Source: an optimization exercise on an open RTL-to-GDS flow (aim: small area, a short achievable clock period and few clock cycles per item). Production flows keep margins and buffers that such runs may drop. Function was checked by simulation only, so behaviour that the tests miss may differ from the original. No activity file was given, so power comes from the tool's default toggle rates.

===== flow/config.mk =====
export PLATFORM = sky130hd
export DESIGN_NAME = cov_top
export DESIGN_NICKNAME = cov_top
export VERILOG_FILES = /design/flow/design.v
export SDC_FILE = /design/flow/constraint.sdc
export NUM_CORES = 4
export LEC_CHECK = 0
export ABC_AREA = 1
export CAP_MARGIN = 20
export CORE_MARGIN = 2
export CORE_UTILIZATION = 60
export CTS_BUF_LIST = sky130_fd_sc_hd__clkbuf_8
export SETUP_SLACK_MARGIN = 4.9
export SLEW_MARGIN = 20
export SYNTH_HIERARCHICAL = 1

===== flow/standard.sh =====
#!/bin/bash
# synth_recipe.tcl (not shown) runs the flow's synth.tcl, then flattens the netlist and writes it again
# the make line also repeats each setting of config.mk as NAME=value (left out here)
make -C /OpenROAD-flow-scripts/flow DESIGN_CONFIG=/design/flow/config.mk WORK_HOME=/design/flow/orfs CLKGATE_MAP_FILE= SYNTH_SCRIPT=/design/flow/synth_recipe.tcl "${@:-finish}"

===== flow/flow/run.sh =====
#!/bin/bash
# The standard layout, with plain buffers (sky130_fd_sc_hd__buf_2) on the
# ports instead of the delay cells buffer_ports picks by itself.
set -euo pipefail
export BUFFER_PORTS_ARGS="-buffer_cell sky130_fd_sc_hd__buf_2"
bash standard.sh > standard.log 2>&1

===== flow/design.v =====
`timescale 1ns/100ps
package cov_pkg;
    typedef enum logic [1:0] {
        OP_CLEAR  = 2'd0,    
        OP_MEAN   = 2'd1,    
        OP_SAMPLE = 2'd2,    
        OP_RSVD   = 2'd3     
    } cov_op_e;
endpackage
`timescale 1ns/100ps
module cov_add
#(
    parameter int W = 8
) (
    input  logic [W-1:0] a,
    input  logic [W-1:0] b,
    input  logic         cin,
    output logic [W-1:0] s
);
    localparam int L = $clog2(W);
    logic [W-1:0] g [L+1];
    logic [W-1:0] p [L+1];
    always_comb begin
        g[0] = a & b;
        p[0] = a ^ b;
        g[0][0] = (a[0] & b[0]) | (p[0][0] & cin);
        for (int l = 0; l < L; l++) begin
            for (int i = 0; i < W; i++) begin
                if (((i >> l) & 1) == 1) begin
                    g[l+1][i] = g[l][i] | (p[l][i] & g[l][((i >> l) << l) - 1]);
                    p[l+1][i] = p[l][i] & p[l][((i >> l) << l) - 1];
                end else begin
                    g[l+1][i] = g[l][i];
                    p[l+1][i] = p[l][i];
                end
            end
        end
        s = p[0] ^ {g[L][W-2:0], cin};
    end
endmodule
module cov_decode
(
    input  logic                  clk,
    input  logic                  arst_n,
    input  logic [33:0]           in_cmd,
    input  logic                  accept,
    output logic                  bad_cmd,
    output logic                  s_valid,    
    output logic                  s_start,    
    output logic                  s_last,     
    output logic signed [16:0]    s_dx,       
    output logic [7:0]            s_neg,      
    output logic [7:0]            s_one,
    output logic [7:0]            s_two,
    output logic                  last_take   
);
    logic [1:0]         op;
    logic [15:0]        x, y;
    logic [15:0]        mean_x;
    logic [2:0]         cnt;        
    logic               take;
    logic [16:0]        dx;
    logic [16:0]        yb;         
    assign op   = in_cmd[33:32];
    assign x    = in_cmd[31:16];
    assign y    = in_cmd[15:0];
    assign take = accept & (op == cov_pkg::OP_SAMPLE);
    assign last_take = take & (cnt == 3'd7);
    assign yb   = {y, 1'b0};
    cov_add #(.W(17)) i_sub (
        .a   ({x[15], x}),
        .b   (~{mean_x[15], mean_x}),
        .cin (1'b1),
        .s   (dx)
    );
    always_ff @(posedge clk or negedge arst_n) begin
        if (!arst_n) begin
            mean_x  <= '0;
            cnt     <= '0;
            bad_cmd <= 1'b0;
            s_valid <= 1'b0;
            s_start <= 1'b0;
        end else begin
            bad_cmd <= accept & (op == cov_pkg::OP_RSVD);
            s_valid <= take;
            s_start <= take & (cnt == 3'd0);
            if (accept & (op == cov_pkg::OP_MEAN)) mean_x <= x;
            if (accept & (op == cov_pkg::OP_CLEAR)) cnt <= '0;
            else if (take) cnt <= cnt + 3'd1;      
        end
    end
    always_ff @(posedge clk) begin
        s_last  <= (cnt == 3'd7);
        s_dx    <= dx;
        for (int j = 0; j < 8; j++) begin
            s_neg[j] <= take & yb[2*j+2];
            s_one[j] <= take & (yb[2*j+1] ^ yb[2*j]);
            s_two[j] <= take & ((yb[2*j+2] & ~yb[2*j+1] & ~yb[2*j]) | (~yb[2*j+2] & yb[2*j+1] & yb[2*j]));
        end
    end
endmodule
`timescale 1ns/100ps
module cov_execute
(
    input  logic                  clk,
    input  logic                  arst_n,
    input  logic                  s_valid,
    input  logic                  s_start,
    input  logic                  s_last,
    input  logic signed [16:0]    s_dx,
    input  logic [7:0]            s_neg,
    input  logic [7:0]            s_one,
    input  logic [7:0]            s_two,
    output logic [34:0]           acc_s,     
    output logic [34:0]           acc_c,
    output logic                  done       
);
    localparam logic [34:0] K8 = 35'h2aab00000;
    logic [34:0] base_s, base_c, rs, rc;
    assign base_s = s_start ? K8 : acc_s;
    assign base_c = s_start ? 35'd0 : acc_c;
    cov_mac i_mac (
        .b_neg (s_neg),
        .b_one (s_one),
        .b_two (s_two),
        .dx    (s_dx),
        .v     (s_valid),
        .a0    (base_s),
        .a1    (base_c),
        .rs    (rs),
        .rc    (rc)
    );
    always_ff @(posedge clk) begin
        acc_s <= rs;
        acc_c <= rc;
    end
    always_ff @(posedge clk or negedge arst_n) begin
        if (!arst_n) done <= 1'b0;
        else         done <= s_valid & s_last;
    end
endmodule
`timescale 1ns/100ps
module cov_mac (
    input  logic [7:0] b_neg, b_one, b_two,
    input  logic [16:0] dx,
    input  logic v,
    input  logic [34:0] a0,
    input  logic [34:0] a1,
    output logic [34:0] rs,
    output logic [34:0] rc
);
    wire pp1 = (b_one[0] & dx[0]) ^ b_neg[0];
    wire pp2 = ((b_one[0] & dx[1]) | (b_two[0] & dx[0])) ^ b_neg[0];
    wire pp3 = ((b_one[0] & dx[2]) | (b_two[0] & dx[1])) ^ b_neg[0];
    wire pp4 = ((b_one[0] & dx[3]) | (b_two[0] & dx[2])) ^ b_neg[0];
    wire pp5 = ((b_one[0] & dx[4]) | (b_two[0] & dx[3])) ^ b_neg[0];
    wire pp6 = ((b_one[0] & dx[5]) | (b_two[0] & dx[4])) ^ b_neg[0];
    wire pp7 = ((b_one[0] & dx[6]) | (b_two[0] & dx[5])) ^ b_neg[0];
    wire pp8 = ((b_one[0] & dx[7]) | (b_two[0] & dx[6])) ^ b_neg[0];
    wire pp9 = ((b_one[0] & dx[8]) | (b_two[0] & dx[7])) ^ b_neg[0];
    wire pp10 = ((b_one[0] & dx[9]) | (b_two[0] & dx[8])) ^ b_neg[0];
    wire pp11 = ((b_one[0] & dx[10]) | (b_two[0] & dx[9])) ^ b_neg[0];
    wire pp12 = ((b_one[0] & dx[11]) | (b_two[0] & dx[10])) ^ b_neg[0];
    wire pp13 = ((b_one[0] & dx[12]) | (b_two[0] & dx[11])) ^ b_neg[0];
    wire pp14 = ((b_one[0] & dx[13]) | (b_two[0] & dx[12])) ^ b_neg[0];
    wire pp15 = ((b_one[0] & dx[14]) | (b_two[0] & dx[13])) ^ b_neg[0];
    wire pp16 = ((b_one[0] & dx[15]) | (b_two[0] & dx[14])) ^ b_neg[0];
    wire pp17 = ((b_one[0] & dx[16]) | (b_two[0] & dx[15])) ^ b_neg[0];
    wire pp18 = ((b_one[0] & dx[16]) | (b_two[0] & dx[16])) ^ b_neg[0];
    wire ps19 = ~pp18 & v;
    wire pp20 = (b_one[1] & dx[0]) ^ b_neg[1];
    wire pp21 = ((b_one[1] & dx[1]) | (b_two[1] & dx[0])) ^ b_neg[1];
    wire pp22 = ((b_one[1] & dx[2]) | (b_two[1] & dx[1])) ^ b_neg[1];
    wire pp23 = ((b_one[1] & dx[3]) | (b_two[1] & dx[2])) ^ b_neg[1];
    wire pp24 = ((b_one[1] & dx[4]) | (b_two[1] & dx[3])) ^ b_neg[1];
    wire pp25 = ((b_one[1] & dx[5]) | (b_two[1] & dx[4])) ^ b_neg[1];
    wire pp26 = ((b_one[1] & dx[6]) | (b_two[1] & dx[5])) ^ b_neg[1];
    wire pp27 = ((b_one[1] & dx[7]) | (b_two[1] & dx[6])) ^ b_neg[1];
    wire pp28 = ((b_one[1] & dx[8]) | (b_two[1] & dx[7])) ^ b_neg[1];
    wire pp29 = ((b_one[1] & dx[9]) | (b_two[1] & dx[8])) ^ b_neg[1];
    wire pp30 = ((b_one[1] & dx[10]) | (b_two[1] & dx[9])) ^ b_neg[1];
    wire pp31 = ((b_one[1] & dx[11]) | (b_two[1] & dx[10])) ^ b_neg[1];
    wire pp32 = ((b_one[1] & dx[12]) | (b_two[1] & dx[11])) ^ b_neg[1];
    wire pp33 = ((b_one[1] & dx[13]) | (b_two[1] & dx[12])) ^ b_neg[1];
    wire pp34 = ((b_one[1] & dx[14]) | (b_two[1] & dx[13])) ^ b_neg[1];
    wire pp35 = ((b_one[1] & dx[15]) | (b_two[1] & dx[14])) ^ b_neg[1];
    wire pp36 = ((b_one[1] & dx[16]) | (b_two[1] & dx[15])) ^ b_neg[1];
    wire pp37 = ((b_one[1] & dx[16]) | (b_two[1] & dx[16])) ^ b_neg[1];
    wire ps38 = ~pp37 & v;
    wire pp39 = (b_one[2] & dx[0]) ^ b_neg[2];
    wire pp40 = ((b_one[2] & dx[1]) | (b_two[2] & dx[0])) ^ b_neg[2];
    wire pp41 = ((b_one[2] & dx[2]) | (b_two[2] & dx[1])) ^ b_neg[2];
    wire pp42 = ((b_one[2] & dx[3]) | (b_two[2] & dx[2])) ^ b_neg[2];
    wire pp43 = ((b_one[2] & dx[4]) | (b_two[2] & dx[3])) ^ b_neg[2];
    wire pp44 = ((b_one[2] & dx[5]) | (b_two[2] & dx[4])) ^ b_neg[2];
    wire pp45 = ((b_one[2] & dx[6]) | (b_two[2] & dx[5])) ^ b_neg[2];
    wire pp46 = ((b_one[2] & dx[7]) | (b_two[2] & dx[6])) ^ b_neg[2];
    wire pp47 = ((b_one[2] & dx[8]) | (b_two[2] & dx[7])) ^ b_neg[2];
    wire pp48 = ((b_one[2] & dx[9]) | (b_two[2] & dx[8])) ^ b_neg[2];
    wire pp49 = ((b_one[2] & dx[10]) | (b_two[2] & dx[9])) ^ b_neg[2];
    wire pp50 = ((b_one[2] & dx[11]) | (b_two[2] & dx[10])) ^ b_neg[2];
    wire pp51 = ((b_one[2] & dx[12]) | (b_two[2] & dx[11])) ^ b_neg[2];
    wire pp52 = ((b_one[2] & dx[13]) | (b_two[2] & dx[12])) ^ b_neg[2];
    wire pp53 = ((b_one[2] & dx[14]) | (b_two[2] & dx[13])) ^ b_neg[2];
    wire pp54 = ((b_one[2] & dx[15]) | (b_two[2] & dx[14])) ^ b_neg[2];
    wire pp55 = ((b_one[2] & dx[16]) | (b_two[2] & dx[15])) ^ b_neg[2];
    wire pp56 = ((b_one[2] & dx[16]) | (b_two[2] & dx[16])) ^ b_neg[2];
    wire ps57 = ~pp56 & v;
    wire pp58 = (b_one[3] & dx[0]) ^ b_neg[3];
    wire pp59 = ((b_one[3] & dx[1]) | (b_two[3] & dx[0])) ^ b_neg[3];
    wire pp60 = ((b_one[3] & dx[2]) | (b_two[3] & dx[1])) ^ b_neg[3];
    wire pp61 = ((b_one[3] & dx[3]) | (b_two[3] & dx[2])) ^ b_neg[3];
    wire pp62 = ((b_one[3] & dx[4]) | (b_two[3] & dx[3])) ^ b_neg[3];
    wire pp63 = ((b_one[3] & dx[5]) | (b_two[3] & dx[4])) ^ b_neg[3];
    wire pp64 = ((b_one[3] & dx[6]) | (b_two[3] & dx[5])) ^ b_neg[3];
    wire pp65 = ((b_one[3] & dx[7]) | (b_two[3] & dx[6])) ^ b_neg[3];
    wire pp66 = ((b_one[3] & dx[8]) | (b_two[3] & dx[7])) ^ b_neg[3];
    wire pp67 = ((b_one[3] & dx[9]) | (b_two[3] & dx[8])) ^ b_neg[3];
    wire pp68 = ((b_one[3] & dx[10]) | (b_two[3] & dx[9])) ^ b_neg[3];
    wire pp69 = ((b_one[3] & dx[11]) | (b_two[3] & dx[10])) ^ b_neg[3];
    wire pp70 = ((b_one[3] & dx[12]) | (b_two[3] & dx[11])) ^ b_neg[3];
    wire pp71 = ((b_one[3] & dx[13]) | (b_two[3] & dx[12])) ^ b_neg[3];
    wire pp72 = ((b_one[3] & dx[14]) | (b_two[3] & dx[13])) ^ b_neg[3];
    wire pp73 = ((b_one[3] & dx[15]) | (b_two[3] & dx[14])) ^ b_neg[3];
    wire pp74 = ((b_one[3] & dx[16]) | (b_two[3] & dx[15])) ^ b_neg[3];
    wire pp75 = ((b_one[3] & dx[16]) | (b_two[3] & dx[16])) ^ b_neg[3];
    wire ps76 = ~pp75 & v;
    wire pp77 = (b_one[4] & dx[0]) ^ b_neg[4];
    wire pp78 = ((b_one[4] & dx[1]) | (b_two[4] & dx[0])) ^ b_neg[4];
    wire pp79 = ((b_one[4] & dx[2]) | (b_two[4] & dx[1])) ^ b_neg[4];
    wire pp80 = ((b_one[4] & dx[3]) | (b_two[4] & dx[2])) ^ b_neg[4];
    wire pp81 = ((b_one[4] & dx[4]) | (b_two[4] & dx[3])) ^ b_neg[4];
    wire pp82 = ((b_one[4] & dx[5]) | (b_two[4] & dx[4])) ^ b_neg[4];
    wire pp83 = ((b_one[4] & dx[6]) | (b_two[4] & dx[5])) ^ b_neg[4];
    wire pp84 = ((b_one[4] & dx[7]) | (b_two[4] & dx[6])) ^ b_neg[4];
    wire pp85 = ((b_one[4] & dx[8]) | (b_two[4] & dx[7])) ^ b_neg[4];
    wire pp86 = ((b_one[4] & dx[9]) | (b_two[4] & dx[8])) ^ b_neg[4];
    wire pp87 = ((b_one[4] & dx[10]) | (b_two[4] & dx[9])) ^ b_neg[4];
    wire pp88 = ((b_one[4] & dx[11]) | (b_two[4] & dx[10])) ^ b_neg[4];
    wire pp89 = ((b_one[4] & dx[12]) | (b_two[4] & dx[11])) ^ b_neg[4];
    wire pp90 = ((b_one[4] & dx[13]) | (b_two[4] & dx[12])) ^ b_neg[4];
    wire pp91 = ((b_one[4] & dx[14]) | (b_two[4] & dx[13])) ^ b_neg[4];
    wire pp92 = ((b_one[4] & dx[15]) | (b_two[4] & dx[14])) ^ b_neg[4];
    wire pp93 = ((b_one[4] & dx[16]) | (b_two[4] & dx[15])) ^ b_neg[4];
    wire pp94 = ((b_one[4] & dx[16]) | (b_two[4] & dx[16])) ^ b_neg[4];
    wire ps95 = ~pp94 & v;
    wire pp96 = (b_one[5] & dx[0]) ^ b_neg[5];
    wire pp97 = ((b_one[5] & dx[1]) | (b_two[5] & dx[0])) ^ b_neg[5];
    wire pp98 = ((b_one[5] & dx[2]) | (b_two[5] & dx[1])) ^ b_neg[5];
    wire pp99 = ((b_one[5] & dx[3]) | (b_two[5] & dx[2])) ^ b_neg[5];
    wire pp100 = ((b_one[5] & dx[4]) | (b_two[5] & dx[3])) ^ b_neg[5];
    wire pp101 = ((b_one[5] & dx[5]) | (b_two[5] & dx[4])) ^ b_neg[5];
    wire pp102 = ((b_one[5] & dx[6]) | (b_two[5] & dx[5])) ^ b_neg[5];
    wire pp103 = ((b_one[5] & dx[7]) | (b_two[5] & dx[6])) ^ b_neg[5];
    wire pp104 = ((b_one[5] & dx[8]) | (b_two[5] & dx[7])) ^ b_neg[5];
    wire pp105 = ((b_one[5] & dx[9]) | (b_two[5] & dx[8])) ^ b_neg[5];
    wire pp106 = ((b_one[5] & dx[10]) | (b_two[5] & dx[9])) ^ b_neg[5];
    wire pp107 = ((b_one[5] & dx[11]) | (b_two[5] & dx[10])) ^ b_neg[5];
    wire pp108 = ((b_one[5] & dx[12]) | (b_two[5] & dx[11])) ^ b_neg[5];
    wire pp109 = ((b_one[5] & dx[13]) | (b_two[5] & dx[12])) ^ b_neg[5];
    wire pp110 = ((b_one[5] & dx[14]) | (b_two[5] & dx[13])) ^ b_neg[5];
    wire pp111 = ((b_one[5] & dx[15]) | (b_two[5] & dx[14])) ^ b_neg[5];
    wire pp112 = ((b_one[5] & dx[16]) | (b_two[5] & dx[15])) ^ b_neg[5];
    wire pp113 = ((b_one[5] & dx[16]) | (b_two[5] & dx[16])) ^ b_neg[5];
    wire ps114 = ~pp113 & v;
    wire pp115 = (b_one[6] & dx[0]) ^ b_neg[6];
    wire pp116 = ((b_one[6] & dx[1]) | (b_two[6] & dx[0])) ^ b_neg[6];
    wire pp117 = ((b_one[6] & dx[2]) | (b_two[6] & dx[1])) ^ b_neg[6];
    wire pp118 = ((b_one[6] & dx[3]) | (b_two[6] & dx[2])) ^ b_neg[6];
    wire pp119 = ((b_one[6] & dx[4]) | (b_two[6] & dx[3])) ^ b_neg[6];
    wire pp120 = ((b_one[6] & dx[5]) | (b_two[6] & dx[4])) ^ b_neg[6];
    wire pp121 = ((b_one[6] & dx[6]) | (b_two[6] & dx[5])) ^ b_neg[6];
    wire pp122 = ((b_one[6] & dx[7]) | (b_two[6] & dx[6])) ^ b_neg[6];
    wire pp123 = ((b_one[6] & dx[8]) | (b_two[6] & dx[7])) ^ b_neg[6];
    wire pp124 = ((b_one[6] & dx[9]) | (b_two[6] & dx[8])) ^ b_neg[6];
    wire pp125 = ((b_one[6] & dx[10]) | (b_two[6] & dx[9])) ^ b_neg[6];
    wire pp126 = ((b_one[6] & dx[11]) | (b_two[6] & dx[10])) ^ b_neg[6];
    wire pp127 = ((b_one[6] & dx[12]) | (b_two[6] & dx[11])) ^ b_neg[6];
    wire pp128 = ((b_one[6] & dx[13]) | (b_two[6] & dx[12])) ^ b_neg[6];
    wire pp129 = ((b_one[6] & dx[14]) | (b_two[6] & dx[13])) ^ b_neg[6];
    wire pp130 = ((b_one[6] & dx[15]) | (b_two[6] & dx[14])) ^ b_neg[6];
    wire pp131 = ((b_one[6] & dx[16]) | (b_two[6] & dx[15])) ^ b_neg[6];
    wire pp132 = ((b_one[6] & dx[16]) | (b_two[6] & dx[16])) ^ b_neg[6];
    wire ps133 = ~pp132 & v;
    wire pp134 = (b_one[7] & dx[0]) ^ b_neg[7];
    wire pp135 = ((b_one[7] & dx[1]) | (b_two[7] & dx[0])) ^ b_neg[7];
    wire pp136 = ((b_one[7] & dx[2]) | (b_two[7] & dx[1])) ^ b_neg[7];
    wire pp137 = ((b_one[7] & dx[3]) | (b_two[7] & dx[2])) ^ b_neg[7];
    wire pp138 = ((b_one[7] & dx[4]) | (b_two[7] & dx[3])) ^ b_neg[7];
    wire pp139 = ((b_one[7] & dx[5]) | (b_two[7] & dx[4])) ^ b_neg[7];
    wire pp140 = ((b_one[7] & dx[6]) | (b_two[7] & dx[5])) ^ b_neg[7];
    wire pp141 = ((b_one[7] & dx[7]) | (b_two[7] & dx[6])) ^ b_neg[7];
    wire pp142 = ((b_one[7] & dx[8]) | (b_two[7] & dx[7])) ^ b_neg[7];
    wire pp143 = ((b_one[7] & dx[9]) | (b_two[7] & dx[8])) ^ b_neg[7];
    wire pp144 = ((b_one[7] & dx[10]) | (b_two[7] & dx[9])) ^ b_neg[7];
    wire pp145 = ((b_one[7] & dx[11]) | (b_two[7] & dx[10])) ^ b_neg[7];
    wire pp146 = ((b_one[7] & dx[12]) | (b_two[7] & dx[11])) ^ b_neg[7];
    wire pp147 = ((b_one[7] & dx[13]) | (b_two[7] & dx[12])) ^ b_neg[7];
    wire pp148 = ((b_one[7] & dx[14]) | (b_two[7] & dx[13])) ^ b_neg[7];
    wire pp149 = ((b_one[7] & dx[15]) | (b_two[7] & dx[14])) ^ b_neg[7];
    wire pp150 = ((b_one[7] & dx[16]) | (b_two[7] & dx[15])) ^ b_neg[7];
    wire pp151 = ((b_one[7] & dx[16]) | (b_two[7] & dx[16])) ^ b_neg[7];
    wire ps152 = ~pp151 & v;
    wire s153, c154;
    cov_ha u_s153 (.a(b_neg[6]), .b(a0[12]), .s(s153), .co(c154));
    wire s155, c156;
    cov_ha u_s155 (.a(a0[13]), .b(a1[13]), .s(s155), .co(c156));
    wire s157, c158;
    cov_fa u_s157 (.a(b_neg[7]), .b(a0[14]), .c(a1[14]), .s(s157), .co(c158));
    wire s159, c160;
    cov_ha u_s159 (.a(pp15), .b(pp32), .s(s159), .co(c160));
    wire s161, c162;
    cov_fa u_s161 (.a(a0[15]), .b(a1[15]), .c(pp16), .s(s161), .co(c162));
    wire s163, c164;
    cov_ha u_s163 (.a(pp33), .b(pp50), .s(s163), .co(c164));
    wire s165, c166;
    cov_fa u_s165 (.a(a0[16]), .b(a1[16]), .c(pp17), .s(s165), .co(c166));
    wire s167, c168;
    cov_ha u_s167 (.a(pp34), .b(pp51), .s(s167), .co(c168));
    wire s169, c170;
    cov_fa u_s169 (.a(a0[17]), .b(a1[17]), .c(pp35), .s(s169), .co(c170));
    wire s171, c172;
    cov_ha u_s171 (.a(pp52), .b(pp69), .s(s171), .co(c172));
    wire s173, c174;
    cov_fa u_s173 (.a(a0[18]), .b(a1[18]), .c(pp36), .s(s173), .co(c174));
    wire s175, c176;
    cov_ha u_s175 (.a(a0[19]), .b(a1[19]), .s(s175), .co(c176));
    wire s177, c178;
    cov_ha u_s177 (.a(b_neg[3]), .b(a0[6]), .s(s177), .co(c178));
    wire s179, c180;
    cov_ha u_s179 (.a(a0[7]), .b(a1[7]), .s(s179), .co(c180));
    wire s181, c182;
    cov_fa u_s181 (.a(b_neg[4]), .b(a0[8]), .c(a1[8]), .s(s181), .co(c182));
    wire s183, c184;
    cov_ha u_s183 (.a(pp9), .b(pp26), .s(s183), .co(c184));
    wire s185, c186;
    cov_fa u_s185 (.a(a0[9]), .b(a1[9]), .c(pp10), .s(s185), .co(c186));
    wire s187, c188;
    cov_ha u_s187 (.a(pp27), .b(pp44), .s(s187), .co(c188));
    wire s189, c190;
    cov_fa u_s189 (.a(b_neg[5]), .b(a0[10]), .c(a1[10]), .s(s189), .co(c190));
    wire s191, c192;
    cov_fa u_s191 (.a(pp11), .b(pp28), .c(pp45), .s(s191), .co(c192));
    wire s193, c194;
    cov_ha u_s193 (.a(pp62), .b(pp79), .s(s193), .co(c194));
    wire s195, c196;
    cov_fa u_s195 (.a(a0[11]), .b(a1[11]), .c(pp12), .s(s195), .co(c196));
    wire s197, c198;
    cov_fa u_s197 (.a(pp29), .b(pp46), .c(pp63), .s(s197), .co(c198));
    wire s199, c200;
    cov_ha u_s199 (.a(pp80), .b(pp97), .s(s199), .co(c200));
    wire s201, c202;
    cov_fa u_s201 (.a(a1[12]), .b(pp13), .c(pp30), .s(s201), .co(c202));
    wire s203, c204;
    cov_fa u_s203 (.a(pp47), .b(pp64), .c(pp81), .s(s203), .co(c204));
    wire s205, c206;
    cov_fa u_s205 (.a(pp98), .b(pp115), .c(s153), .s(s205), .co(c206));
    wire s207, c208;
    cov_fa u_s207 (.a(c154), .b(pp14), .c(pp31), .s(s207), .co(c208));
    wire s209, c210;
    cov_fa u_s209 (.a(pp48), .b(pp65), .c(pp82), .s(s209), .co(c210));
    wire s211, c212;
    cov_fa u_s211 (.a(pp99), .b(pp116), .c(s155), .s(s211), .co(c212));
    wire s213, c214;
    cov_fa u_s213 (.a(c156), .b(pp49), .c(pp66), .s(s213), .co(c214));
    wire s215, c216;
    cov_fa u_s215 (.a(pp83), .b(pp100), .c(pp117), .s(s215), .co(c216));
    wire s217, c218;
    cov_fa u_s217 (.a(pp134), .b(s157), .c(s159), .s(s217), .co(c218));
    wire s219, c220;
    cov_fa u_s219 (.a(pp67), .b(pp84), .c(pp101), .s(s219), .co(c220));
    wire s221, c222;
    cov_fa u_s221 (.a(pp118), .b(pp135), .c(c158), .s(s221), .co(c222));
    wire s223, c224;
    cov_fa u_s223 (.a(c160), .b(s163), .c(s161), .s(s223), .co(c224));
    wire s225, c226;
    cov_fa u_s225 (.a(pp68), .b(pp85), .c(pp102), .s(s225), .co(c226));
    wire s227, c228;
    cov_fa u_s227 (.a(pp119), .b(pp136), .c(c164), .s(s227), .co(c228));
    wire s229, c230;
    cov_fa u_s229 (.a(s167), .b(c162), .c(s165), .s(s229), .co(c230));
    wire s231, c232;
    cov_fa u_s231 (.a(pp86), .b(pp103), .c(pp120), .s(s231), .co(c232));
    wire s233, c234;
    cov_fa u_s233 (.a(pp137), .b(ps19), .c(c168), .s(s233), .co(c234));
    wire s235, c236;
    cov_fa u_s235 (.a(s171), .b(c166), .c(s169), .s(s235), .co(c236));
    wire s237, c238;
    cov_fa u_s237 (.a(pp53), .b(pp70), .c(pp87), .s(s237), .co(c238));
    wire s239, c240;
    cov_fa u_s239 (.a(pp104), .b(pp121), .c(pp138), .s(s239), .co(c240));
    wire s241, c242;
    cov_fa u_s241 (.a(c172), .b(c170), .c(s173), .s(s241), .co(c242));
    wire s243, c244;
    cov_fa u_s243 (.a(pp54), .b(pp71), .c(pp88), .s(s243), .co(c244));
    wire s245, c246;
    cov_fa u_s245 (.a(pp105), .b(pp122), .c(pp139), .s(s245), .co(c246));
    wire s247, c248;
    cov_fa u_s247 (.a(s175), .b(ps38), .c(c174), .s(s247), .co(c248));
    wire s249, c250;
    cov_fa u_s249 (.a(a0[20]), .b(a1[20]), .c(c176), .s(s249), .co(c250));
    wire s251, c252;
    cov_fa u_s251 (.a(pp55), .b(pp72), .c(pp89), .s(s251), .co(c252));
    wire s253, c254;
    cov_fa u_s253 (.a(pp106), .b(pp123), .c(pp140), .s(s253), .co(c254));
    wire s255, c256;
    cov_fa u_s255 (.a(a0[21]), .b(a1[21]), .c(pp73), .s(s255), .co(c256));
    wire s257, c258;
    cov_fa u_s257 (.a(pp90), .b(pp107), .c(pp124), .s(s257), .co(c258));
    wire s259, c260;
    cov_ha u_s259 (.a(pp141), .b(ps57), .s(s259), .co(c260));
    wire s261, c262;
    cov_fa u_s261 (.a(a0[22]), .b(a1[22]), .c(pp74), .s(s261), .co(c262));
    wire s263, c264;
    cov_fa u_s263 (.a(pp91), .b(pp108), .c(pp125), .s(s263), .co(c264));
    wire s265, c266;
    cov_fa u_s265 (.a(a0[23]), .b(a1[23]), .c(pp92), .s(s265), .co(c266));
    wire s267, c268;
    cov_ha u_s267 (.a(pp109), .b(pp126), .s(s267), .co(c268));
    wire s269, c270;
    cov_fa u_s269 (.a(a0[24]), .b(a1[24]), .c(pp93), .s(s269), .co(c270));
    wire s271, c272;
    cov_ha u_s271 (.a(a0[25]), .b(a1[25]), .s(s271), .co(c272));
    wire s273, c274;
    cov_ha u_s273 (.a(b_neg[1]), .b(a0[2]), .s(s273), .co(c274));
    wire s275, c276;
    cov_ha u_s275 (.a(a0[3]), .b(a1[3]), .s(s275), .co(c276));
    wire s277, c278;
    cov_fa u_s277 (.a(b_neg[2]), .b(a0[4]), .c(a1[4]), .s(s277), .co(c278));
    wire s279, c280;
    cov_ha u_s279 (.a(pp5), .b(pp22), .s(s279), .co(c280));
    wire s281, c282;
    cov_fa u_s281 (.a(a0[5]), .b(a1[5]), .c(pp6), .s(s281), .co(c282));
    wire s283, c284;
    cov_ha u_s283 (.a(pp23), .b(pp40), .s(s283), .co(c284));
    wire s285, c286;
    cov_fa u_s285 (.a(a1[6]), .b(pp7), .c(pp24), .s(s285), .co(c286));
    wire s287, c288;
    cov_fa u_s287 (.a(pp41), .b(pp58), .c(s177), .s(s287), .co(c288));
    wire s289, c290;
    cov_fa u_s289 (.a(c178), .b(pp8), .c(pp25), .s(s289), .co(c290));
    wire s291, c292;
    cov_fa u_s291 (.a(pp42), .b(pp59), .c(s179), .s(s291), .co(c292));
    wire s293, c294;
    cov_fa u_s293 (.a(c180), .b(pp43), .c(pp60), .s(s293), .co(c294));
    wire s295, c296;
    cov_fa u_s295 (.a(pp77), .b(s181), .c(s183), .s(s295), .co(c296));
    wire s297, c298;
    cov_fa u_s297 (.a(pp61), .b(pp78), .c(c182), .s(s297), .co(c298));
    wire s299, c300;
    cov_fa u_s299 (.a(c184), .b(s187), .c(s185), .s(s299), .co(c300));
    wire s301, c302;
    cov_fa u_s301 (.a(pp96), .b(c188), .c(s189), .s(s301), .co(c302));
    wire s303, c304;
    cov_fa u_s303 (.a(s193), .b(c186), .c(s191), .s(s303), .co(c304));
    wire s305, c306;
    cov_fa u_s305 (.a(c190), .b(c194), .c(s199), .s(s305), .co(c306));
    wire s307, c308;
    cov_fa u_s307 (.a(c192), .b(s195), .c(s197), .s(s307), .co(c308));
    wire s309, c310;
    cov_fa u_s309 (.a(c200), .b(c196), .c(c198), .s(s309), .co(c310));
    wire s311, c312;
    cov_fa u_s311 (.a(s201), .b(s203), .c(s205), .s(s311), .co(c312));
    wire s313, c314;
    cov_fa u_s313 (.a(c202), .b(c204), .c(c206), .s(s313), .co(c314));
    wire s315, c316;
    cov_fa u_s315 (.a(s207), .b(s209), .c(s211), .s(s315), .co(c316));
    wire s317, c318;
    cov_fa u_s317 (.a(c208), .b(c210), .c(c212), .s(s317), .co(c318));
    wire s319, c320;
    cov_fa u_s319 (.a(s213), .b(s215), .c(s217), .s(s319), .co(c320));
    wire s321, c322;
    cov_fa u_s321 (.a(c214), .b(c216), .c(s219), .s(s321), .co(c322));
    wire s323, c324;
    cov_fa u_s323 (.a(s221), .b(c218), .c(s223), .s(s323), .co(c324));
    wire s325, c326;
    cov_fa u_s325 (.a(c220), .b(s225), .c(c222), .s(s325), .co(c326));
    wire s327, c328;
    cov_fa u_s327 (.a(s227), .b(c224), .c(s229), .s(s327), .co(c328));
    wire s329, c330;
    cov_fa u_s329 (.a(c226), .b(s231), .c(c228), .s(s329), .co(c330));
    wire s331, c332;
    cov_fa u_s331 (.a(s233), .b(c230), .c(s235), .s(s331), .co(c332));
    wire s333, c334;
    cov_fa u_s333 (.a(c232), .b(s237), .c(s239), .s(s333), .co(c334));
    wire s335, c336;
    cov_fa u_s335 (.a(c234), .b(c236), .c(s241), .s(s335), .co(c336));
    wire s337, c338;
    cov_fa u_s337 (.a(c238), .b(c240), .c(s243), .s(s337), .co(c338));
    wire s339, c340;
    cov_fa u_s339 (.a(s245), .b(s247), .c(c242), .s(s339), .co(c340));
    wire s341, c342;
    cov_fa u_s341 (.a(c244), .b(c246), .c(s249), .s(s341), .co(c342));
    wire s343, c344;
    cov_fa u_s343 (.a(s251), .b(s253), .c(c248), .s(s343), .co(c344));
    wire s345, c346;
    cov_fa u_s345 (.a(c250), .b(s259), .c(c252), .s(s345), .co(c346));
    wire s347, c348;
    cov_fa u_s347 (.a(c254), .b(s255), .c(s257), .s(s347), .co(c348));
    wire s349, c350;
    cov_fa u_s349 (.a(pp142), .b(c260), .c(c256), .s(s349), .co(c350));
    wire s351, c352;
    cov_fa u_s351 (.a(c258), .b(s261), .c(s263), .s(s351), .co(c352));
    wire s353, c354;
    cov_fa u_s353 (.a(pp143), .b(ps76), .c(s267), .s(s353), .co(c354));
    wire s355, c356;
    cov_fa u_s355 (.a(c262), .b(c264), .c(s265), .s(s355), .co(c356));
    wire s357, c358;
    cov_fa u_s357 (.a(pp110), .b(pp127), .c(pp144), .s(s357), .co(c358));
    wire s359, c360;
    cov_fa u_s359 (.a(c268), .b(c266), .c(s269), .s(s359), .co(c360));
    wire s361, c362;
    cov_fa u_s361 (.a(pp111), .b(pp128), .c(pp145), .s(s361), .co(c362));
    wire s363, c364;
    cov_fa u_s363 (.a(s271), .b(ps95), .c(c270), .s(s363), .co(c364));
    wire s365, c366;
    cov_fa u_s365 (.a(a0[26]), .b(a1[26]), .c(c272), .s(s365), .co(c366));
    wire s367, c368;
    cov_fa u_s367 (.a(pp112), .b(pp129), .c(pp146), .s(s367), .co(c368));
    wire s369, c370;
    cov_fa u_s369 (.a(a0[27]), .b(a1[27]), .c(pp130), .s(s369), .co(c370));
    wire s371, c372;
    cov_ha u_s371 (.a(pp147), .b(ps114), .s(s371), .co(c372));
    wire s373, c374;
    cov_fa u_s373 (.a(a0[28]), .b(a1[28]), .c(pp131), .s(s373), .co(c374));
    wire s375, c376;
    cov_ha u_s375 (.a(a0[29]), .b(a1[29]), .s(s375), .co(c376));
    wire s377, c378;
    cov_ha u_s377 (.a(b_neg[0]), .b(a0[0]), .s(s377), .co(c378));
    wire s379, c380;
    cov_ha u_s379 (.a(a0[1]), .b(a1[1]), .s(s379), .co(c380));
    wire s381, c382;
    cov_fa u_s381 (.a(a1[2]), .b(pp3), .c(pp20), .s(s381), .co(c382));
    wire s383, c384;
    cov_fa u_s383 (.a(c274), .b(pp4), .c(pp21), .s(s383), .co(c384));
    wire s385, c386;
    cov_fa u_s385 (.a(c276), .b(pp39), .c(s277), .s(s385), .co(c386));
    wire s387, c388;
    cov_fa u_s387 (.a(c278), .b(c280), .c(s283), .s(s387), .co(c388));
    wire s389, c390;
    cov_fa u_s389 (.a(c284), .b(c282), .c(s285), .s(s389), .co(c390));
    wire s391, c392;
    cov_fa u_s391 (.a(c286), .b(c288), .c(s289), .s(s391), .co(c392));
    wire s393, c394;
    cov_fa u_s393 (.a(c290), .b(c292), .c(s293), .s(s393), .co(c394));
    wire s395, c396;
    cov_fa u_s395 (.a(c294), .b(s297), .c(c296), .s(s395), .co(c396));
    wire s397, c398;
    cov_fa u_s397 (.a(c298), .b(s301), .c(c300), .s(s397), .co(c398));
    wire s399, c400;
    cov_fa u_s399 (.a(c302), .b(s305), .c(c304), .s(s399), .co(c400));
    wire s401, c402;
    cov_fa u_s401 (.a(c306), .b(s309), .c(c308), .s(s401), .co(c402));
    wire s403, c404;
    cov_fa u_s403 (.a(c310), .b(s313), .c(c312), .s(s403), .co(c404));
    wire s405, c406;
    cov_fa u_s405 (.a(c314), .b(s317), .c(c316), .s(s405), .co(c406));
    wire s407, c408;
    cov_fa u_s407 (.a(c318), .b(s321), .c(c320), .s(s407), .co(c408));
    wire s409, c410;
    cov_fa u_s409 (.a(c322), .b(s325), .c(c324), .s(s409), .co(c410));
    wire s411, c412;
    cov_fa u_s411 (.a(c326), .b(s329), .c(c328), .s(s411), .co(c412));
    wire s413, c414;
    cov_fa u_s413 (.a(c330), .b(s333), .c(c332), .s(s413), .co(c414));
    wire s415, c416;
    cov_fa u_s415 (.a(c334), .b(s337), .c(s339), .s(s415), .co(c416));
    wire s417, c418;
    cov_fa u_s417 (.a(c338), .b(s341), .c(s343), .s(s417), .co(c418));
    wire s419, c420;
    cov_fa u_s419 (.a(c342), .b(s345), .c(s347), .s(s419), .co(c420));
    wire s421, c422;
    cov_fa u_s421 (.a(c346), .b(s349), .c(c348), .s(s421), .co(c422));
    wire s423, c424;
    cov_fa u_s423 (.a(s353), .b(c350), .c(c352), .s(s423), .co(c424));
    wire s425, c426;
    cov_fa u_s425 (.a(s357), .b(c354), .c(c356), .s(s425), .co(c426));
    wire s427, c428;
    cov_fa u_s427 (.a(c358), .b(s361), .c(s363), .s(s427), .co(c428));
    wire s429, c430;
    cov_fa u_s429 (.a(c362), .b(s365), .c(s367), .s(s429), .co(c430));
    wire s431, c432;
    cov_fa u_s431 (.a(c366), .b(s371), .c(c368), .s(s431), .co(c432));
    wire s433, c434;
    cov_fa u_s433 (.a(pp148), .b(c372), .c(c370), .s(s433), .co(c434));
    wire s435, c436;
    cov_fa u_s435 (.a(pp149), .b(s375), .c(ps133), .s(s435), .co(c436));
    wire s437, c438;
    cov_fa u_s437 (.a(a0[30]), .b(a1[30]), .c(c376), .s(s437), .co(c438));
    wire s439, c440;
    cov_ha u_s439 (.a(a0[31]), .b(a1[31]), .s(s439), .co(c440));
    wire s441, c442;
    cov_ha u_s441 (.a(a1[0]), .b(pp1), .s(s441), .co(c442));
    wire s443, c444;
    cov_fa u_s443 (.a(c378), .b(pp2), .c(s379), .s(s443), .co(c444));
    wire s445, c446;
    cov_fa u_s445 (.a(c380), .b(s273), .c(s381), .s(s445), .co(c446));
    wire s447, c448;
    cov_fa u_s447 (.a(s275), .b(c382), .c(s383), .s(s447), .co(c448));
    wire s449, c450;
    cov_fa u_s449 (.a(s279), .b(c384), .c(s385), .s(s449), .co(c450));
    wire s451, c452;
    cov_fa u_s451 (.a(s281), .b(c386), .c(s387), .s(s451), .co(c452));
    wire s453, c454;
    cov_fa u_s453 (.a(s287), .b(c388), .c(s389), .s(s453), .co(c454));
    wire s455, c456;
    cov_fa u_s455 (.a(s291), .b(c390), .c(s391), .s(s455), .co(c456));
    wire s457, c458;
    cov_fa u_s457 (.a(s295), .b(c392), .c(s393), .s(s457), .co(c458));
    wire s459, c460;
    cov_fa u_s459 (.a(c394), .b(s299), .c(s395), .s(s459), .co(c460));
    wire s461, c462;
    cov_fa u_s461 (.a(s303), .b(c396), .c(s397), .s(s461), .co(c462));
    wire s463, c464;
    cov_fa u_s463 (.a(s307), .b(c398), .c(s399), .s(s463), .co(c464));
    wire s465, c466;
    cov_fa u_s465 (.a(s311), .b(c400), .c(s401), .s(s465), .co(c466));
    wire s467, c468;
    cov_fa u_s467 (.a(s315), .b(c402), .c(s403), .s(s467), .co(c468));
    wire s469, c470;
    cov_fa u_s469 (.a(s319), .b(c404), .c(s405), .s(s469), .co(c470));
    wire s471, c472;
    cov_fa u_s471 (.a(c406), .b(s323), .c(s407), .s(s471), .co(c472));
    wire s473, c474;
    cov_fa u_s473 (.a(s327), .b(c408), .c(s409), .s(s473), .co(c474));
    wire s475, c476;
    cov_fa u_s475 (.a(s331), .b(c410), .c(s411), .s(s475), .co(c476));
    wire s477, c478;
    cov_fa u_s477 (.a(s335), .b(c412), .c(s413), .s(s477), .co(c478));
    wire s479, c480;
    cov_fa u_s479 (.a(c336), .b(c414), .c(s415), .s(s479), .co(c480));
    wire s481, c482;
    cov_fa u_s481 (.a(c340), .b(s417), .c(c416), .s(s481), .co(c482));
    wire s483, c484;
    cov_fa u_s483 (.a(c344), .b(s419), .c(c418), .s(s483), .co(c484));
    wire s485, c486;
    cov_fa u_s485 (.a(s351), .b(s421), .c(c420), .s(s485), .co(c486));
    wire s487, c488;
    cov_fa u_s487 (.a(s355), .b(c422), .c(s423), .s(s487), .co(c488));
    wire s489, c490;
    cov_fa u_s489 (.a(s359), .b(c424), .c(s425), .s(s489), .co(c490));
    wire s491, c492;
    cov_fa u_s491 (.a(c360), .b(c426), .c(s427), .s(s491), .co(c492));
    wire s493, c494;
    cov_fa u_s493 (.a(c364), .b(s429), .c(c428), .s(s493), .co(c494));
    wire s495, c496;
    cov_fa u_s495 (.a(s369), .b(s431), .c(c430), .s(s495), .co(c496));
    wire s497, c498;
    cov_fa u_s497 (.a(s373), .b(c432), .c(s433), .s(s497), .co(c498));
    wire s499, c500;
    cov_fa u_s499 (.a(c374), .b(s435), .c(c434), .s(s499), .co(c500));
    wire s501, c502;
    cov_fa u_s501 (.a(pp150), .b(s437), .c(c436), .s(s501), .co(c502));
    wire s503, c504;
    cov_fa u_s503 (.a(s439), .b(ps152), .c(c438), .s(s503), .co(c504));
    wire s505, c506;
    cov_fa u_s505 (.a(a0[32]), .b(a1[32]), .c(c440), .s(s505), .co(c506));
    wire s507, c508;
    cov_ha u_s507 (.a(a0[33]), .b(a1[33]), .s(s507), .co(c508));
    wire s509, c510;
    cov_ha u_s509 (.a(a0[34]), .b(a1[34]), .s(s509), .co(c510));
    assign rs = {s509, s507, s505, s503, s501, s499, s497, s495, s493, s491, s489, s487, s485, s483, s481, s479, s477, s475, s473, s471, s469, s467, s465, s463, s461, s459, s457, s455, s453, s451, s449, s447, s445, s443, s377};
    assign rc = {c508, c506, c504, c502, c500, c498, c496, c494, c492, c490, c488, c486, c484, c482, c480, c478, c476, c474, c472, c470, c468, c466, c464, c462, c460, c458, c456, c454, c452, c450, c448, c446, c444, c442, s441};
endmodule
module cov_fa (input logic a, input logic b, input logic c, output logic s, output logic co);
    assign s  = a ^ b ^ c;
    assign co = (a & b) | (a & c) | (b & c);
endmodule
module cov_ha (input logic a, input logic b, output logic s, output logic co);
    assign s  = a ^ b;
    assign co = a & b;
endmodule
`timescale 1ns/100ps
module cov_result
(
    input  logic                  clk,
    input  logic                  arst_n,
    input  logic [34:0]           acc_s,     
    input  logic [34:0]           acc_c,
    input  logic                  done,      
    input  logic                  fill,      
    output logic [32:0]           cov,
    output logic                  out_valid,
    input  logic                  out_ready,
    output logic                  hold       
);
    localparam int KD    = 3;               
    localparam int STEPS = 12 / KD;
    typedef enum logic [1:0] {
        S_IDLE = 2'd0,
        S_DIV  = 2'd1,
        S_INC  = 2'd2,
        S_OUT  = 2'd3
    } div_state_e;
    function automatic logic [5:0] dstep(input logic [2:0] r, input logic [2:0] d);
        logic [2:0] q, n;
        q[2] = (r[2]) | (r[1] & r[0] & d[2]);
        q[1] = (r[1] & ~r[0]) | (r[1] & ~d[2]) | (r[2] & r[0] & d[1]) | (r[2] & r[0] & d[2]) | (~r[1] & r[0] & d[2] & d[1]);
        q[0] = (~r[2] & r[0] & ~d[2]) | (r[2] & ~r[0] & d[2]) | (r[0] & ~d[2] & ~d[1]) | (r[2] & r[1] & d[1]) | (r[1] & ~r[0] & d[2] & d[1]) | (~r[2] & ~r[1] & r[0] & ~d[1]) | (r[2] & r[1] & d[0]) | (r[2] & ~r[0] & d[1] & d[0]) | (~r[0] & d[2] & d[1] & d[0]) | (r[1] & ~r[0] & d[2] & d[0]);
        n[2] = (~r[2] & ~r[1] & d[2] & ~d[1]) | (~r[2] & r[1] & ~d[2] & d[1]) | (r[2] & ~r[1] & ~d[2] & ~d[1]) | (r[2] & d[2] & d[1] & d[0]) | (r[2] & r[0] & d[2] & d[1]) | (r[2] & ~d[2] & ~d[1] & ~d[0]) | (r[2] & r[1] & d[2] & d[1]) | (r[2] & r[1] & d[2] & d[0]) | (r[1] & r[0] & ~d[2] & d[0]) | (~r[2] & ~r[0] & d[2] & ~d[1] & ~d[0]) | (~r[2] & r[0] & ~d[2] & d[1] & d[0]) | (~r[2] & ~r[1] & ~r[0] & d[2] & ~d[0]) | (r[2] & ~r[1] & ~r[0] & ~d[2] & ~d[0]);
        n[1] = (r[1] & ~r[0] & ~d[1] & ~d[0]) | (~r[1] & ~r[0] & d[1] & ~d[0]) | (~r[1] & r[0] & ~d[1] & d[0]) | (r[1] & d[2] & d[1] & d[0]) | (r[2] & r[0] & d[2] & ~d[1]) | (r[2] & r[1] & d[1] & d[0]) | (r[1] & r[0] & d[2] & d[1]) | (r[1] & ~d[2] & ~d[1] & ~d[0]) | (r[1] & r[0] & d[1] & d[0]) | (~r[2] & ~r[1] & ~r[0] & ~d[2] & d[1]) | (~r[2] & r[1] & ~r[0] & ~d[2] & ~d[1]) | (r[2] & ~r[1] & d[2] & ~d[1] & d[0]) | (~r[2] & ~r[1] & ~d[2] & d[1] & ~d[0]);
        n[0] = (~r[2] & ~r[0] & ~d[2] & d[0]) | (~r[2] & r[0] & ~d[2] & ~d[0]) | (r[2] & ~r[0] & d[2] & ~d[0]) | (r[0] & d[2] & d[1] & d[0]) | (r[2] & r[0] & d[1] & d[0]) | (r[0] & ~d[2] & ~d[1] & ~d[0]) | (r[2] & r[1] & d[1] & ~d[0]) | (r[2] & r[0] & d[2] & d[0]) | (r[1] & r[0] & d[2] & d[0]) | (~r[2] & ~r[1] & r[0] & ~d[1] & ~d[0]) | (~r[2] & ~r[1] & ~r[0] & ~d[1] & d[0]) | (r[1] & ~r[0] & d[2] & d[1] & ~d[0]) | (~r[1] & ~r[0] & ~d[2] & ~d[1] & d[0]);
        dstep = {q, n};
    endfunction
    div_state_e       state, state_next;
    logic [1:0]       step;
    logic [35:0]      w;          
    logic [2:0]       r;          
    logic             neg;        
    logic [3*KD-1:0]  qd;         
    logic [2:0]       rq;         
    logic [34:0]      sum;
    logic [32:0]      w_inc;
    logic             pend;       
    logic             load;
    logic             pend_next;
    logic             up;         
    cov_add #(.W(35)) i_cpa (.a(acc_s), .b(acc_c), .cin(1'b0), .s(sum));
    always_comb begin
        logic [2:0] rr;
        rr = r;
        for (int j = 0; j < KD; j++) begin
            {qd[3*KD-1-3*j -: 3], rr} = dstep(rr, w[35-3*j -: 3]);
        end
        rq = rr;
    end
    always_comb begin
        logic [8:0] ga;       
        logic       pre;      
        logic       in;       
        for (int g = 0; g < 9; g++) ga[g] = &w[4*g +: 4];
        for (int i = 0; i < 33; i++) begin
            pre = 1'b1;
            for (int g = 0; g < i / 4; g++) pre = pre & ga[g];
            in = 1'b1;
            for (int k = 4 * (i / 4); k < i; k++) in = in & w[k];
            w_inc[i] = w[i] ^ (pre & in);
        end
    end
    assign up        = r != 3'd0;       
    assign load      = (pend | done) & (state == S_IDLE);
    assign pend_next = (pend | done) & ~load;
    always_comb begin
        state_next = state;
        unique case (state)
            S_DIV:   if (step == 2'(STEPS - 1)) state_next = neg ? S_INC : S_OUT;
            S_INC:   state_next = S_OUT;
            S_OUT:   if (out_ready) state_next = S_IDLE;
            default: state_next = S_IDLE;
        endcase
        if (load) state_next = S_DIV;
    end
    always_ff @(posedge clk or negedge arst_n) begin
        if (!arst_n) begin
            state     <= S_IDLE;
            step      <= '0;
            pend      <= 1'b0;
            out_valid <= 1'b0;
            hold      <= 1'b0;
        end else begin
            state     <= state_next;
            step      <= (state == S_DIV) ? step + 2'd1 : 2'd0;
            pend      <= pend_next;
            out_valid <= (state_next == S_OUT);
            hold      <= (state_next != S_IDLE) & (pend_next | fill);
        end
    end
    always_ff @(posedge clk) begin
        unique case (state)
            S_IDLE: begin
                w   <= {sum[34], sum};
                r   <= sum[34] ? 3'd6 : 3'd0;
                neg <= sum[34];
            end
            S_DIV: begin
                w   <= {w[35-3*KD:0], qd};
                r   <= rq;
            end
            S_INC:   if (up) w[32:0] <= w_inc;
            default: ;
        endcase
    end
    assign cov = w[32:0];
endmodule
`timescale 1ns/100ps
module cov_top
#(
    parameter int NUM_SAMPLES = 8
) (
    input  logic        clk,
    input  logic        arst_n,
    input  logic [33:0] in_cmd,      
    input  logic        in_valid,
    output logic        in_ready,
    output logic [63:0] out_res,     
    output logic        out_valid,
    input  logic        out_ready,
    output logic        bad_cmd      
);
    logic               accept;
    logic               hold;
    logic               s_valid, s_start, s_last;
    logic signed [16:0] s_dx;
    logic [7:0]         s_neg, s_one, s_two;
    logic               last_take;
    logic [34:0]        acc_s, acc_c;
    logic               done;
    logic [32:0]        cov;
    logic               fill;
    assign in_ready = ~hold;
    assign accept   = in_valid & ~hold;
    assign fill     = last_take | (s_valid & s_last);
    cov_decode i_decode (
        .clk       (clk),
        .arst_n    (arst_n),
        .in_cmd    (in_cmd),
        .accept    (accept),
        .bad_cmd   (bad_cmd),
        .s_valid   (s_valid),
        .s_start   (s_start),
        .s_last    (s_last),
        .s_dx      (s_dx),
        .s_neg     (s_neg),
        .s_one     (s_one),
        .s_two     (s_two),
        .last_take (last_take)
    );
    cov_execute i_execute (
        .clk     (clk),
        .arst_n  (arst_n),
        .s_valid (s_valid),
        .s_start (s_start),
        .s_last  (s_last),
        .s_dx    (s_dx),
        .s_neg   (s_neg),
        .s_one   (s_one),
        .s_two   (s_two),
        .acc_s   (acc_s),
        .acc_c   (acc_c),
        .done    (done)
    );
    cov_result i_result (
        .clk       (clk),
        .arst_n    (arst_n),
        .acc_s     (acc_s),
        .acc_c     (acc_c),
        .done      (done),
        .fill      (fill),
        .cov       (cov),
        .out_valid (out_valid),
        .out_ready (out_ready),
        .hold      (hold)
    );
    assign out_res = {{15{cov[32]}}, cov, 16'(NUM_SAMPLES)};
endmodule

===== flow/constraint.sdc =====
create_clock -name core_clock -period 8.0 [get_ports {clk}]
set_input_delay 1.6000 -clock core_clock [delete_from_list [all_inputs] [get_ports {clk}]]
set_output_delay 1.6000 -clock core_clock [all_outputs]
set_load 0.01 [all_outputs]

==> flow_summary_export.csv, run 1 <==
group,metric,value,unit
logic_synthesis,synth_adder_area_share,23.3,%
timing,relSlewSlack,34.7,%
worst_setup_path,cp_slowest_cell,"fa_2",
global_route,grt_pass1_vias,13800,
timing,setup_viol,0,
drt,drc_errors,0,
logic_synthesis,synth_xor_area_share,7.96,%
placed_design,dpl.hpwl,33.7,mm
final_layout,final_util,61.3,%
clock_network,path_clk_slew,100,ps
worst_setup_path,crit_type,"reg -> reg",
global_route,grt.total_usage,27.6,%
logic_synthesis,dominantRegCellSynth,"dfxtp_1",
min_path,holdPathStages,2,
placed_design,gp_congestion,0.916,
final_layout,drive_gt1_share,14.4,%
logic_synthesis,ys_top_cells_by_count,"nand2_1, inv_1, nor2_1",
logic_synthesis,synth_area_leaders,"fa_1, nand2_1, dfxtp_1",
logic_synthesis,synth.most_common_cell,"nand2_1",
logic_synthesis,synthSimpleGateAreaFrac,24.7,%
worst_setup_path,cp.required,8390,ps
worst_setup_path,end_kind,"flop",
clock_network,cts_tree,"done",
placed_design,io_buffers,88,
logic_synthesis,synth_top_area_cell,"fa_1",
logic_synthesis,ys_async_sr_fraction,16.5,%
pwr,leakage,0.0108,uW
clock_network,root_buffer,"clkbuf_8",
drt,wl_per_cell,15.8,um
run,max_cap_violations,0,
logic_synthesis,syn_inst,2456,
die,die-width,182,um
min_path,min-delay-path-class,"reg -> reg",
final_layout,final_nets,2677,
drt,wirelength,44.2,mm
pwr,power,6570,uW
timing,fin_worst_skew,23.9,ps
drt,dr.pass1.iters,6,
timing,setup_ws,4840,ps
placed_design,post-place-ws,4390,ps
logic_synthesis,synth_top_area_share,17.3,%
drt,avgViaCountPerCell,5.15,
status,run_status,"finished clean",
logic_synthesis,synth_compound_area_share,5.48,%
global_route,grt_overflow,0,
worst_setup_path,reg2reg_slack,4840,ps
worst_setup_path,worstPathMaxFanout,8,
timing,tightest_slew,978,ps
logic_synthesis,synth_cell_types,50,
final_layout,area_growth,1.51,%
worst_setup_path,cp_num_buf_inv,1,
worst_setup_path,worstSetupStartpointType,"flop",
pwr,power_per_cell_area,342,nW/um2
timing,fin_crit_sh,39.6,%
logic_synthesis,synthMuxAreaShare,0,%
die,ioPinCount,105,
final_layout,insertedDiodeCount,0,
clock_network,cts_buffers,17,
global_route,antenna_found_initial,0,
global_route,grt_pass1_wl,72.1,mm
clock_network,htreeDepth,4,
timing,period_minus_slack,3160,ps
drt,vias,14400,
logic_synthesis,yosysWarnings,15,
timing,hold_viol,0,
die,die-height,182,um
logic_synthesis,synth_top_family_by_area,"simple AND/OR/NAND/NOR gates",
logic_synthesis,ys_seq_elements,182,
logic_synthesis,ys_seq_area_share,22.2,%
logic_synthesis,synth_area_per_cell,7.70,um2
worst_setup_path,r2r_cells,7,
worst_setup_path,crit_top_cell,"fa_2",
final_layout,regArea,4300,um2
drt,drt-initial-drc-count,967,
pwr,vdd_drop_max,187,uV
final_layout,multi_input_area,11900,um2
worst_setup_path,slowest_delay,580,ps
final_layout,num-fill-cells,2885,
logic_synthesis,synth-edff-count,40,
logic_synthesis,netlist_area,18900,um2
global_route,grt_max_degree,42,
timing,rsz0062_at_grt,"true",
worst_setup_path,path_depth,7,
die,die_area,33000,um2
drt,postRouteAntennaNets,0,
die,core,31300,um2
worst_setup_path,critPathTopFamily,"adder cells",
clock_network,insertion_delay,510,ps
timing,finalMaxSlewViolations,0,
timing,fin_tns_setup,0,ps
die,initial_core_util,60.4,%
worst_setup_path,path_cells,"buf_12, nor2_4, fa_2, fa_2, fa_1, fa_2, fa_1",
timing,max_clock_freq,0.316,GHz
worst_setup_path,crit_arrival,3560,ps
clock_network,clockBufferDepth,2,
die,fp-row-count,65,
clock_network,clock_sinks,182,
[state kept, by name, summed over array words and instances, names as in the netlist, 2 cells and up]
name and count:
i_decode.s_two 8, i_result.r 3, i_decode.s_neg 8, i_result.step 2, i_decode.mean_x 16, i_decode.s_one 8
i_execute.acc_c 35, i_decode.s_dx 17, i_result.state 2, i_result.w 36, i_execute.acc_s 35, i_decode.cnt 3
[metrics by stage]
step | hold WS [ps] | cell area (um2) | cells
2_1_floorplan | 401 | 19000 | 2470
3_5_place_dp | 412 | 18000 | 2717
6_report | 424 | 19200 | 2798
5_1_grt | 452 | 19200 | 2798
4_1_cts | 426 | 18600 | 2763
3_3_place_gp | 407 | 18000 | 2717
[worst register-to-register path, cell delays in order (launching register included)]
cell,delay (ps)
dfrtp_2,490
buf_12,170
nor2_4,50
fa_2,390
fa_2,580
fa_1,430
fa_2,540
fa_1,400
[routing by layer]
layer | GRT usage (%) | routed length [um]
met3 | 4.09 | 2720
met4 | 9.89 | 1240
met5 | 0 | 0
met2 | 43.3 | 19600
met1 | 39.1 | 20700
[timing repair]
action / in CTS / in global routing
gates resized for setup: 52 / 70
cloned: 1 / 2
endpoints found under the setup margin: 50 / 27
buffers inserted: 14 / 33
pin swaps: 1 / 30
hold buffers: 0 / 0
[placed cells by master, fill, tap and decap left out, drive strengths merged]
cell type	n
ha	92
dfrtp	30
clkbuf	21
a21o	1
nor4	4
o22ai	1
nand2	774
a211oi	1
buf	145
a22oi	2
xnor2	24
nor2	223
a21oi	113
nand3	89
a32o	1
o21ai	49
o31ai	2
bufbuf	1
nor3	14
nand4	15
or2	3
conb	18
o21bai	5
edfxtp	40
clkinvlp	1
clkinv	7
a221oi	2
xor2	148
nand3b	3
dfxtp	112
fa	163
inv	282
a21boi	2
bufinv	2
and3	1
a31oi	5
[cells by family (layout without fill, tap and decap cells)]
| logic type | after synthesis | after routing |
|---|---|---|
| other | 4 | 18 |
| buffers and inverters | 533 | 459 |
| xor gates and xnor gates | 172 | 172 |
| and+or+nand+nor | 1126 | 1126 |
| AOI/OAI and AO/OA | 184 | 184 |
| adders and majority gates | 255 | 255 |
| DFF | 182 | 182 |
[report_power, final]
group | switching [uW] | total [uW] | internal [uW] | leakage, uW
Clock | 362 | 660 | 298 | 0.000209
Combinational | 2450 | 4020 | 1570 | 0.00883
Sequential | 502 | 1880 | 1380 | 0.00177
[modules after synthesis (local to each module, per instance), a selection]
| module | area [um2] | cells | flip-flops and latches | times used |
|---|---|---|---|---|
| cov_decode | 2330 | 241 | 64 | 1 |
| cov_ha | 12.5 | 1 | 0 | 28 |
| cov_execute | 2040 | 221 | 71 | 1 |
| cov_mac | 4140 | 721 | 0 | 1 |
| cov_fa | 20.0 | 1 | 0 | 151 |
| cov_result | 4250 | 630 | 47 | 1 |
| cov_top | 265 | 39 | 0 | 1 |
[cell type report]
type | count | share of cell area (%)
Clock buffer | 19 | 1.36
Clock inverter | 12 | 0.736
Inverter | 280 | 5.55
Multi-Input combinational cell | 1755 | 62.2
Sequential cell | 182 | 22.4
Tap cell | 402 | 2.62
Timing Repair Buffer | 148 | 5.16
[final timing paths]
kind / start / to
max: i_decode.s_start / i_execute.acc_s[19]
min: i_decode.s_last / i_execute.done
max reg2reg: i_decode.s_start / i_execute.acc_s[19]
min reg2reg: i_decode.s_last / i_execute.done
max in group asynchronous: arst_n / i_decode.s_start
min in group asynchronous: arst_n / i_decode.mean_x[14]
Testbench counts, summed over its fixed seeds: cycles 2,768, results 320.
==> run 2, diff against run 1 <==
--- a/flow/config.mk
+++ b/flow/config.mk
@@ -6,10 +6,10 @@
 export NUM_CORES = 4
 export LEC_CHECK = 0
 export ABC_AREA = 1
-export CAP_MARGIN = 20
+export CAP_MARGIN = 5
 export CORE_MARGIN = 2
 export CORE_UTILIZATION = 60
 export CTS_BUF_LIST = sky130_fd_sc_hd__clkbuf_8
-export SETUP_SLACK_MARGIN = 4.9
-export SLEW_MARGIN = 20
+export SETUP_SLACK_MARGIN = 4.8
+export SLEW_MARGIN = 5
 export SYNTH_HIERARCHICAL = 1
==> run 2 against run 1 <==
Against the previous run:
- sequential power barely moved
- critical path depth did not move
- still clean
- clock skew fell by 8.4 ps
- core utilization fell by 1.1 points
- first-iteration DRC count fell by 2.7%
- global-route usage rose by 0.50 points
- die area did not move
- non-clock buffer count fell by 17
- fmax rose by 0.42%
- clock power fell by 6.7%
==> flow_summary_export.csv, run 2 <==
group,metric,value,unit
status,run_status,"finished clean",
global_route,grt.total_usage,28.1,%
die,fp-row-count,65,
timing,fin_worst_skew,15.5,ps
logic_synthesis,synth-edff-count,40,
drt,dr.pass1.iters,7,
drt,avgViaCountPerCell,5.17,
final_layout,final_nets,2660,
clock_network,clock_sinks,182,
logic_synthesis,synth_cell_types,50,
drt,vias,14400,
worst_setup_path,cp.required,8410,ps
worst_setup_path,timing.rr.end,"i_execute.acc_s[16]",
logic_synthesis,ys_top_cells_by_count,"nand2_1, inv_1, nor2_1",
worst_setup_path,crit_arrival,3560,ps
worst_setup_path,crit_start,"i_decode.s_two[5]",
final_layout,layout_commonest_cell,"nand2_1",
run,max_cap_violations,0,
final_layout,most-common-layout-cells,"nand2_1, inv_1, nor2_1",
timing,max_clock_freq,0.317,GHz
worst_setup_path,end_kind,"flop",
logic_synthesis,synth_top_area_cell,"fa_1",
worst_setup_path,worstSetupStartpointType,"flop",
logic_synthesis,synth_top_area_share,17.3,%
global_route,antenna_found_initial,0,
worst_setup_path,r2r_cells,7,
drt,drc_errors,0,
worst_setup_path,rr_startpoint,"i_decode.s_two[5]",
timing,tightest_slew,946,ps
final_layout,area_growth,-0.265,%
timing,period_minus_slack,3150,ps
final_layout,num-fill-cells,2925,
logic_synthesis,yosysWarnings,15,
final_layout,drive_gt1_share,12.4,%
logic_synthesis,synth_area_per_cell,7.70,um2
final_layout,largest_reg_flops,36,
placed_design,placed_area,18000,um2
die,ioPinCount,105,
clock_network,cts_buffers,17,
placed_design,dpl.hpwl,33.9,mm
die,die_area,33000,um2
logic_synthesis,ys_seq_area_share,22.2,%
timing,fin_crit_sh,39.4,%
global_route,grt_pass1_wl,73.0,mm
clock_network,path_clk_slew,100,ps
die,initial_core_util,60.4,%
logic_synthesis,ys_async_sr_fraction,16.5,%
final_layout,final_util,60.3,%
die,core,31300,um2
clock_network,cts_tree,"done",
worst_setup_path,crit_type,"reg -> reg",
min_path,min-delay-path-class,"reg -> reg",
worst_setup_path,reg2reg_slack,4850,ps
timing,rsz0062_at_grt,"true",
placed_design,io_buffers,88,
logic_synthesis,dominantRegCellSynth,"dfxtp_1",
logic_synthesis,syn_inst,2456,
final_layout,reg.largest.list,"i_result.w: 36 flops, i_execute.acc_c: 35 flops, i_execute.acc_s: 35 flops",
global_route,grt_overflow,0,
worst_setup_path,critPathCapture,"i_execute.acc_s[16]",
pwr,power_per_cell_area,342,nW/um2
timing,whs,435,ps
final_layout,top_register,"i_result.w",
clock_network,root_buffer,"clkbuf_8",
die,die-width,182,um
worst_setup_path,worstPathMaxFanout,17,
global_route,grt_pass1_vias,14000,
global_route,grt_max_degree,42,
logic_synthesis,synth_area_leaders,"fa_1, nand2_1, dfxtp_1",
timing,hold_viol,0,
clock_network,clockBufferDepth,2,
timing,fin_tns_setup,0,ps
clock_network,htreeDepth,4,
timing,relSlewSlack,36.9,%
logic_synthesis,netlist_area,18900,um2
final_layout,stdcell_area,18900,um2
timing,finalMaxSlewViolations,0,
clock_network,insertion_delay,510,ps
final_layout,insertedDiodeCount,0,
clock_network,hold_buffers,0,
drt,postRouteAntennaNets,0,
drt,wl_per_cell,16.0,um
die,die-height,182,um
pwr,vdd_drop_max,185,uV
pwr,power,6460,uW
logic_synthesis,synth.most_common_cell,"nand2_1",
logic_synthesis,ys_seq_elements,182,
drt,wirelength,44.6,mm
timing,setup_viol,0,
drt,drt-initial-drc-count,941,
pwr,leakage,0.0107,uW
placed_design,gp_congestion,0.940,
-- run 2: changes by cell type in the layout (fill, tap and decap cells not counted), moves of 3 or more --
cell | before | now
inv_1 | 265 | 269
fa_2 | 21 | 6
nor2_4 | 17 | 14
buf_4 | 52 | 39
nor2_2 | 12 | 9
ha_1 | 87 | 90
fa_1 | 142 | 157
clkinvlp_4 | 1 | 4
nor2_1 | 194 | 200
-- run 2: kinds of logic (layout without fill, tap and decap cells) --
| kind of cell | count (synthesis) | after routing | share of synthesized area, % |
|---|---|---|---|
| AO/OA/AOI/OAI | 184 | 184 | 5.48 |
| other | 4 | 18 | 0.0794 |
| flip-flops | 182 | 182 | 22.2 |
| AND/OR/NAND/NOR | 1126 | 1126 | 24.7 |
| buffers and inverters | 533 | 443 | 16.3 |
| adder cells (fa/ha/maj) | 255 | 255 | 23.3 |
| XOR/XNOR | 172 | 172 | 7.96 |
-- run 2: how the worst min path moves through the flow --
stage	startpoint	end	slack (ps)	depth (start not counted)
floorplan	i_decode.s_last	i_execute.done	400	2
global placement	i_decode.s_last	i_execute.done	410	2
detailed placement	i_decode.s_last	i_execute.done	420	2
CTS	i_decode.s_last	i_execute.done	430	2
global route	i_decode.s_last	i_execute.done	460	2
finish	i_decode.s_last	i_execute.done	440	2
-- run 2: area by class of cell --
cell class / count / area, um2 / area share, %
Clock buffer: 17 / 234 / 1.24
Clock inverter: 15 / 131 / 0.696
Inverter: 280 / 1060 / 5.64
Multi-Input combinational cell: 1755 / 11800 / 62.6
Sequential cell: 182 / 4300 / 22.8
Tap cell: 402 / 503 / 2.67
Timing Repair Buffer: 131 / 822 / 4.36
-- run 2: layer usage --
metal | wire length, um | share of wire, % | track usage (%) | vias to the layer above
met1 | 20900 | 47 | 39.5 | 6701
li1 | - | - | - | 7157
met3 | 2540 | 5.7 | 3.93 | 59
met2 | 20200 | 45 | 45.1 | 477
met4 | 957 | 2.1 | 9.11 | 0
met5 | 0 | 0 | 0 | -
-- run 2: timing repair --
item,in CTS,in global routing
cloned,1,1
resized for setup,49,35
endpoints found under the setup margin,48,24
pin swaps,0,6
setup buffers,3,28
-- run 2: worst max-delay path, cell delays in order, from the launching register on --
cell and delay, ps:
dfxtp_2 570, nand2_1 80, nand2_1 110, xor2_1 320, fa_1 500, fa_1 510, fa_1 550, fa_1 410
-- run 2: through the flow --
| stage | worst slack (ps) | cells |
|---|---|---|
| floorplan | 4740 | 2470 |
| CTS | 4810 | 2753 |
| finish | 4850 | 2782 |
| global route | 4780 | 2782 |
| detailed placement | 4330 | 2717 |
| global placement | 4390 | 2717 |
-- run 2: per-module statistics from Yosys (local to each module, per instance), excerpt --
| module | copies in the design | flip-flops and latches | cell area (um2) | cells inside |
|---|---|---|---|---|
| cov_ha | 28 | 0 | 12.5 | 1 |
| cov_top | 1 | 0 | 265 | 39 |
| cov_fa | 151 | 0 | 20.0 | 1 |
| cov_mac | 1 | 0 | 4140 | 721 |
| cov_result | 1 | 47 | 4250 | 630 |
| cov_execute | 1 | 71 | 2040 | 221 |
| cov_decode | 1 | 64 | 2330 | 241 |
-- run 2: where the power goes --
part | total, uW | internal, uW | switching, uW
clock network | 616 | 247 | 369
registers | 1890 | 1380 | 505
logic | 3960 | 1530 | 2430

[static timing again, ports no longer ideal]
Ports are ideal in the flow. The routed layouts listed here were re-timed in OpenROAD. Step 1 sets driving cells, clkbuf_16 on the clock port and buf_2 on the other inputs (assumed; they add their load-dependent delay and slew). Step 2 also shifts input and output timing later by t, the mid clock arrival at the registers, as if the neighbouring blocks saw the same clock. a / b / c = no drivers / after step 1 / after step 2; a / b = the first two.
run	t (ns)	setup slack, ns	worst setup path after step 2
run 1	0.551	4.835 / 4.835 / 4.535	input to register
run 2	0.556	4.848 / 4.848 / 4.527	input to register
After both steps every run listed still meets setup and hold. The setup slack of run 2, which loses most, moves by 0.000 ns with the drivers and by -0.321 ns with both steps.
